What follows belongs to an exercise in optimizing a design on an open flow for small area, a short achievable clock period and few clock cycles per item; a production flow would make more cautious choices.
RTL that was checked went through simulation tests only; none was proved equivalent to the original.

==> 12-11: inputs <==
==> flow/design.v (excerpt) <==
module matmul_engine (
  input  logic                clk,
  input  logic                rst,
  input  logic                start,
  output logic                start_ready,
  input  logic [4:0]          k_len,
  input  logic                in_valid,
  output logic                in_ready,
  input  logic [3:0][7:0]     in_a,
  input  logic [3:0][7:0]     in_b,
  output logic                out_valid,
  input  logic                out_ready,
  output logic [3:0][15:0]    out_row,
  output logic [1:0]          out_ridx,
  output logic                busy,
  output logic                done
);
  localparam int N = sysarray_pkg::N;
  logic       fv, fv_n;        
  logic [4:0] rem, rem_n;      
  logic       fst, fst_n;      
  logic       zj, zj_n;        
  logic       qv, qv_n;
  logic [4:0] qk, qk_n;
  logic       r_first, r_last;
  logic       p_last;
  logic       acc_full, acc_full_n;
  logic       ob_valid, ob_valid_n;
  logic [1:0] ob_row, ob_row_n;
  logic [2:0] njobs, njobs_n;  
  logic       in_ready_r, start_ready_r, busy_r, done_r;
  logic beat, take, st_hs, out_hs, last_take, copy, copy_sel, ob_en, feed_done;
  function automatic logic safe_f(input logic rl, input logic pl,
                                  input logic af, input logic obv);
    logic [1:0] pending;
    pending = 2'(rl) + 2'(pl) + 2'(af);
    safe_f = (pending == 2'd0) || (pending == 2'd1 && !obv);
  endfunction
  assign beat      = in_valid && in_ready_r;
  assign take      = beat || (fv && zj && (!fst || safe_f(r_last, p_last, acc_full, ob_valid)));
  assign feed_done = take && (rem == 5'd1);
  assign st_hs     = start && start_ready_r;
  assign out_hs    = ob_valid && out_ready;
  assign last_take = out_hs && (ob_row == 2'd3);
  assign copy_sel  = (p_last || acc_full) && (!ob_valid || ob_row == 2'd3);
  assign copy      = (p_last || acc_full) && (!ob_valid || last_take);
  assign ob_en     = copy || out_hs;
  assign start_ready = start_ready_r;
  assign in_ready    = in_ready_r;
  assign out_valid   = ob_valid;
  assign out_ridx    = ob_row;
  assign busy        = busy_r;
  assign done        = done_r;
  always_comb begin
  ...
==> module matmul_engine, before the edit <==
module matmul_engine (
  input  logic                clk,
  input  logic                rst,
  input  logic                start,
  output logic                start_ready,
  input  logic [4:0]          k_len,
  input  logic                in_valid,
  output logic                in_ready,
  input  logic [3:0][7:0]     in_a,
  input  logic [3:0][7:0]     in_b,
  output logic                out_valid,
  input  logic                out_ready,
  output logic [3:0][15:0]    out_row,
  output logic [1:0]          out_ridx,
  output logic                busy,
  output logic                done
);
  localparam int N = sysarray_pkg::N;
  logic       fv, fv_n;        
  logic [4:0] rem, rem_n;      
  logic       fst, fst_n;      
  logic       zj, zj_n;        
  logic       qv, qv_n;
  logic [4:0] qk, qk_n;
  logic       r_first, r_last;
  logic       p_last;
  logic       acc_full, acc_full_n;
  logic       ob_valid, ob_valid_n;
  logic [1:0] ob_row, ob_row_n;
  logic [2:0] njobs, njobs_n;  
  logic       in_ready_r, start_ready_r, busy_r, done_r;
  logic beat, take, st_hs, out_hs, last_take, copy, copy_sel, ob_en, feed_done;
  function automatic logic safe_f(input logic rl, input logic pl,
                                  input logic af, input logic obv);
    logic [1:0] pending;
    pending = 2'(rl) + 2'(pl) + 2'(af);
    safe_f = (pending == 2'd0) || (pending == 2'd1 && !obv);
  endfunction
  assign beat      = in_valid && in_ready_r;
  assign take      = beat || (fv && zj && (!fst || safe_f(r_last, p_last, acc_full, ob_valid)));
  assign feed_done = take && (rem == 5'd1);
  assign st_hs     = start && start_ready_r;
  assign out_hs    = ob_valid && out_ready;
  assign last_take = out_hs && (ob_row == 2'd3);
  assign copy_sel  = (p_last || acc_full) && (!ob_valid || ob_row == 2'd3);
  assign copy      = (p_last || acc_full) && (!ob_valid || last_take);
  assign ob_en     = copy || out_hs;
  assign start_ready = start_ready_r;
  assign in_ready    = in_ready_r;
  assign out_valid   = ob_valid;
  assign out_ridx    = ob_row;
  assign busy        = busy_r;
  assign done        = done_r;
  always_comb begin
    fv_n = fv; rem_n = rem; fst_n = fst; zj_n = zj;
    qv_n = qv; qk_n = qk;
    if (!fv || feed_done) begin
      if (qv) begin
        fv_n = 1'b1; rem_n = (qk == '0) ? 5'd1 : qk; zj_n = (qk == '0); fst_n = 1'b1;
        qv_n = 1'b0;
      end else if (st_hs) begin
        fv_n = 1'b1; rem_n = (k_len == '0) ? 5'd1 : k_len; zj_n = (k_len == '0); fst_n = 1'b1;
      end else begin
        fv_n = 1'b0;
      end
    end else begin
      if (take) begin
        rem_n = rem - 5'd1;
        fst_n = 1'b0;
      end
      if (st_hs) begin
        qv_n = 1'b1;
        qk_n = k_len;
      end
    end
    acc_full_n = acc_full;
    if (p_last && !copy) acc_full_n = 1'b1;
    else if (copy) acc_full_n = 1'b0;
    ob_valid_n = ob_valid; ob_row_n = ob_row;
    if (copy) begin
      ob_valid_n = 1'b1;
      ob_row_n   = '0;
    end else if (out_hs) begin
      ob_row_n = ob_row + 2'd1;
      if (ob_row == 2'd3) ob_valid_n = 1'b0;
    end
    njobs_n = njobs + 3'(st_hs) - 3'(last_take);
  end
  always_ff @(posedge clk or posedge rst) begin
    if (rst) begin
      fv <= 1'b0; rem <= '0; fst <= 1'b0; zj <= 1'b0;
      qv <= 1'b0; qk <= '0;
      r_first <= 1'b0; r_last <= 1'b0;
      p_last <= 1'b0;
      acc_full <= 1'b0;
      ob_valid <= 1'b0; ob_row <= '0;
      njobs <= '0;
      in_ready_r <= 1'b0; start_ready_r <= 1'b1; busy_r <= 1'b0; done_r <= 1'b0;
    end else begin
      fv <= fv_n; rem <= rem_n; fst <= fst_n; zj <= zj_n;
      qv <= qv_n; qk <= qk_n;
      r_first <= take && fst;
      r_last  <= feed_done;
      p_last  <= r_last;
      acc_full <= acc_full_n;
      ob_valid <= ob_valid_n; ob_row <= ob_row_n;
      njobs <= njobs_n;
      in_ready_r    <= fv_n && !zj_n &&
                       (!fst_n || safe_f(feed_done, r_last, acc_full_n, ob_valid_n));
      start_ready_r <= !qv_n;
      busy_r        <= (njobs_n != 3'd0);
      done_r        <= last_take;
    end
  end
  logic [3:0][7:0] ra;
  logic [3:0][3:0] rb_one, rb_two, rb_neg;
  always_ff @(posedge clk) begin
    for (int i = 0; i < N; i++) begin
      ra[i] <= beat ? in_a[i] : 8'd0;
      for (int k = 0; k < 4; k++) begin
        logic b2, b1, b0;
        b2 = in_b[i][2*k+1];
        b1 = in_b[i][2*k];
        b0 = (k == 0) ? 1'b0 : in_b[i][2*k-1];
        rb_one[i][k] <= b1 ^ b0;
        rb_two[i][k] <= (b2 & !b1 & !b0) | (!b2 & b1 & b0);
        rb_neg[i][k] <= b2;
      end
    end
  end
  logic [15:0] acc_next [N][N];
  genvar gi, gj;
  for (gi = 0; gi < N; gi++) begin : g_row
    for (gj = 0; gj < N; gj++) begin : g_col
      pe u_pe (
        .clk     (clk),
        .clr     (r_first),
        .a_in    (ra[gi]),
        .one     (rb_one[gj]),
        .two     (rb_two[gj]),
        .neg     (rb_neg[gj]),
        .acc_next(acc_next[gi][gj])
      );
    end
  end
  logic [3:0][15:0] ob [N];
  always_ff @(posedge clk) begin
    if (ob_en) begin
      if (copy_sel) begin
        for (int i = 0; i < N; i++)
          for (int j = 0; j < N; j++)
            ob[i][j] <= acc_next[i][j];
      end else begin
        for (int i = 0; i < N - 1; i++)
          ob[i] <= ob[i+1];
      end
    end
  end
  assign out_row = ob[0];
endmodule
Settings: LEC_CHECK=0, CAP_MARGIN=20, CORE_MARGIN=2, CORE_UTILIZATION=70, CTS_CLUSTER_DIAMETER=80, CTS_CLUSTER_SIZE=20, SETUP_SLACK_MARGIN=5, SLEW_MARGIN=20; clock period 8.0 ns.
run.sh (not shown) runs the stock make flow with config.mk's settings and CLKGATE_MAP_FILE= SYNTH_SCRIPT=/design/flow/synth_recipe.tcl, a recipe that flattens the netlist after the stock synthesis.
==> 11-24 (differences from 12-11) <==
--- a/flow/design.v
+++ b/flow/design.v
@@ -167,15 +167,11 @@
   logic [1:0] ob_row, ob_row_n;
   logic [2:0] njobs, njobs_n;  
   logic       in_ready_r, start_ready_r, busy_r, done_r;
+  logic hold_r, hold_n;
   logic beat, take, st_hs, out_hs, last_take, copy, copy_sel, ob_en, feed_done;
-  function automatic logic safe_f(input logic rl, input logic pl,
-                                  input logic af, input logic obv);
-    logic [1:0] pending;
-    pending = 2'(rl) + 2'(pl) + 2'(af);
-    safe_f = (pending == 2'd0) || (pending == 2'd1 && !obv);
-  endfunction
+  logic rf_n, rl_n, pl_n;
   assign beat      = in_valid && in_ready_r;
-  assign take      = beat || (fv && zj && (!fst || safe_f(r_last, p_last, acc_full, ob_valid)));
+  assign take      = beat || (fv && zj && !hold_r);
   assign feed_done = take && (rem == 5'd1);
   assign st_hs     = start && start_ready_r;
   assign out_hs    = ob_valid && out_ready;
@@ -223,12 +219,16 @@
       if (ob_row == 2'd3) ob_valid_n = 1'b0;
     end
     njobs_n = njobs + 3'(st_hs) - 3'(last_take);
+    rf_n = hold_r ? r_first : (take && fst);
+    rl_n = hold_r ? r_last  : feed_done;
+    pl_n = !hold_r && r_last;
+    hold_n = rf_n && (pl_n || acc_full_n) && ob_valid_n;
   end
   always_ff @(posedge clk or posedge rst) begin
     if (rst) begin
       fv <= 1'b0; rem <= '0; fst <= 1'b0; zj <= 1'b0;
       qv <= 1'b0; qk <= '0;
-      r_first <= 1'b0; r_last <= 1'b0;
+      r_first <= 1'b0; r_last <= 1'b0; hold_r <= 1'b0;
       p_last <= 1'b0;
       acc_full <= 1'b0;
       ob_valid <= 1'b0; ob_row <= '0;
@@ -237,14 +237,14 @@
     end else begin
       fv <= fv_n; rem <= rem_n; fst <= fst_n; zj <= zj_n;
       qv <= qv_n; qk <= qk_n;
-      r_first <= take && fst;
-      r_last  <= feed_done;
-      p_last  <= r_last;
+      r_first <= rf_n;
+      r_last  <= rl_n;
+      hold_r  <= hold_n;
+      p_last  <= pl_n;
       acc_full <= acc_full_n;
       ob_valid <= ob_valid_n; ob_row <= ob_row_n;
       njobs <= njobs_n;
-      in_ready_r    <= fv_n && !zj_n &&
-                       (!fst_n || safe_f(feed_done, r_last, acc_full_n, ob_valid_n));
+      in_ready_r    <= fv_n && !zj_n && !hold_n;
       start_ready_r <= !qv_n;
       busy_r        <= (njobs_n != 3'd0);
       done_r        <= last_take;
@@ -253,7 +253,7 @@
   logic [3:0][7:0] ra;
   logic [3:0][3:0] rb_one, rb_two, rb_neg;
   always_ff @(posedge clk) begin
-    for (int i = 0; i < N; i++) begin
+    if (!hold_r) for (int i = 0; i < N; i++) begin
       ra[i] <= beat ? in_a[i] : 8'd0;
       for (int k = 0; k < 4; k++) begin
         logic b2, b1, b0;
@@ -272,8 +272,8 @@
     for (gj = 0; gj < N; gj++) begin : g_col
       pe u_pe (
         .clk     (clk),
-        .clr     (r_first),
-        .a_in    (ra[gi]),
+        .clr     (r_first && !hold_r),
+        .a_in    (hold_r ? 8'd0 : ra[gi]),
         .one     (rb_one[gj]),
         .two     (rb_two[gj]),
         .neg     (rb_neg[gj]),
--- a/flow/config.mk
+++ b/flow/config.mk
@@ -8,7 +8,7 @@
 export CAP_MARGIN = 20
 export CORE_MARGIN = 2
 export CORE_UTILIZATION = 70
-export CTS_CLUSTER_DIAMETER = 80
-export CTS_CLUSTER_SIZE = 20
+export CTS_CLUSTER_DIAMETER = 100
+export CTS_CLUSTER_SIZE = 25
 export SETUP_SLACK_MARGIN = 5
 export SLEW_MARGIN = 20
==> 08-28 (differences from 12-11) <==
--- a/flow/design.v
+++ b/flow/design.v
@@ -167,7 +167,7 @@
   logic [1:0] ob_row, ob_row_n;
   logic [2:0] njobs, njobs_n;  
   logic       in_ready_r, start_ready_r, busy_r, done_r;
-  logic beat, take, st_hs, out_hs, last_take, copy, copy_sel, ob_en, feed_done;
+  logic beat, take, st_hs, out_hs, last_take, copy, feed_done;
   function automatic logic safe_f(input logic rl, input logic pl,
                                   input logic af, input logic obv);
     logic [1:0] pending;
@@ -180,9 +180,7 @@
   assign st_hs     = start && start_ready_r;
   assign out_hs    = ob_valid && out_ready;
   assign last_take = out_hs && (ob_row == 2'd3);
-  assign copy_sel  = (p_last || acc_full) && (!ob_valid || ob_row == 2'd3);
-  assign copy      = (p_last || acc_full) && (!ob_valid || last_take);
-  assign ob_en     = copy || out_hs;
+  assign copy      = (p_last || acc_full) && !ob_valid;
   assign start_ready = start_ready_r;
   assign in_ready    = in_ready_r;
   assign out_valid   = ob_valid;
@@ -283,15 +281,13 @@
   end
   logic [3:0][15:0] ob [N];
   always_ff @(posedge clk) begin
-    if (ob_en) begin
-      if (copy_sel) begin
-        for (int i = 0; i < N; i++)
-          for (int j = 0; j < N; j++)
-            ob[i][j] <= acc_next[i][j];
-      end else begin
-        for (int i = 0; i < N - 1; i++)
-          ob[i] <= ob[i+1];
-      end
+    if (copy) begin
+      for (int i = 0; i < N; i++)
+        for (int j = 0; j < N; j++)
+          ob[i][j] <= acc_next[i][j];
+    end else if (out_hs) begin
+      for (int i = 0; i < N - 1; i++)
+        ob[i] <= ob[i+1];
     end
   end
   assign out_row = ob[0];
--- a/flow/config.mk
+++ b/flow/config.mk
@@ -7,8 +7,8 @@
 export LEC_CHECK = 0
 export CAP_MARGIN = 20
 export CORE_MARGIN = 2
-export CORE_UTILIZATION = 70
-export CTS_CLUSTER_DIAMETER = 80
-export CTS_CLUSTER_SIZE = 20
+export CORE_UTILIZATION = 55
+export CTS_CLUSTER_DIAMETER = 100
+export CTS_CLUSTER_SIZE = 30
 export SETUP_SLACK_MARGIN = 5
 export SLEW_MARGIN = 20
==> run notes <==
                                                                08-28        12-11                       11-24
Status                               no timing/DRC/antenna violations  no timing/DRC/antenna violations  complete, but fails checks
Reasons for failing layout checks                                   -            -         max-slew violations
Met1 track demand over resource                                 0.354        0.479                       0.451
Xor and xnor area share after synthesis                         0.118        0.118                       0.112
Worst-case setup slack after placement                        3.98 ns      3.68 ns                     3.69 ns
Core footprint                                           107000 sq um  84000 sq um                 87000 sq um
Minimum setup slack in the final design                       4.96 ns      5.04 ns                     4.80 ns
Proportion of synthesized chip area in sequential cells         0.400        0.402                       0.401
Netlist area before placement                             59800 sq um  59500 sq um                 61700 sq um
Non-clk buf share                                              0.0377       0.0389                      0.0711
Routed via count                                                40100        40500                       45200
Clock network area share                                       0.0219       0.0267                      0.0197
GRT Util Overall                                                0.269        0.317                       0.353
Testbench counts of 08-28, summed over its fixed seeds: cycles 7,224, jobs 768.
Only the layout flow was run in 12-11 and 11-24; the RTL was not checked for function there.

afterwards: timing with drivers on the ports:
How much do the figures lean on ideal ports? The routed layouts below were timed once more, with nothing changed but the port constraints. Step 1, drivers: a clkbuf_16 drives clk and a buf_2 each remaining input, both assumed. Step 2 also shifts input and output timing later by t, the mid clock arrival at the registers, as if the neighbouring blocks saw the same clock. a / b / c = ideal ports / drivers / drivers and shift; a / b = the first two.
run | shift t [ns] | slack for setup (ns) | worst setup path at the end | pins driven straight from the clock port
12-11 | 0.730 | 5.036 / 4.989 / 4.485 | input to register | 1
11-24 | 0.720 | 4.796 / 4.796 / 4.396 | input to register | 1
08-28 | 0.750 | 4.964 / 4.886 / 4.415 | input to register | 1
For 12-11, which loses most, drivers alone change the setup slack by -0.047 ns; drivers and shift together by -0.551 ns.
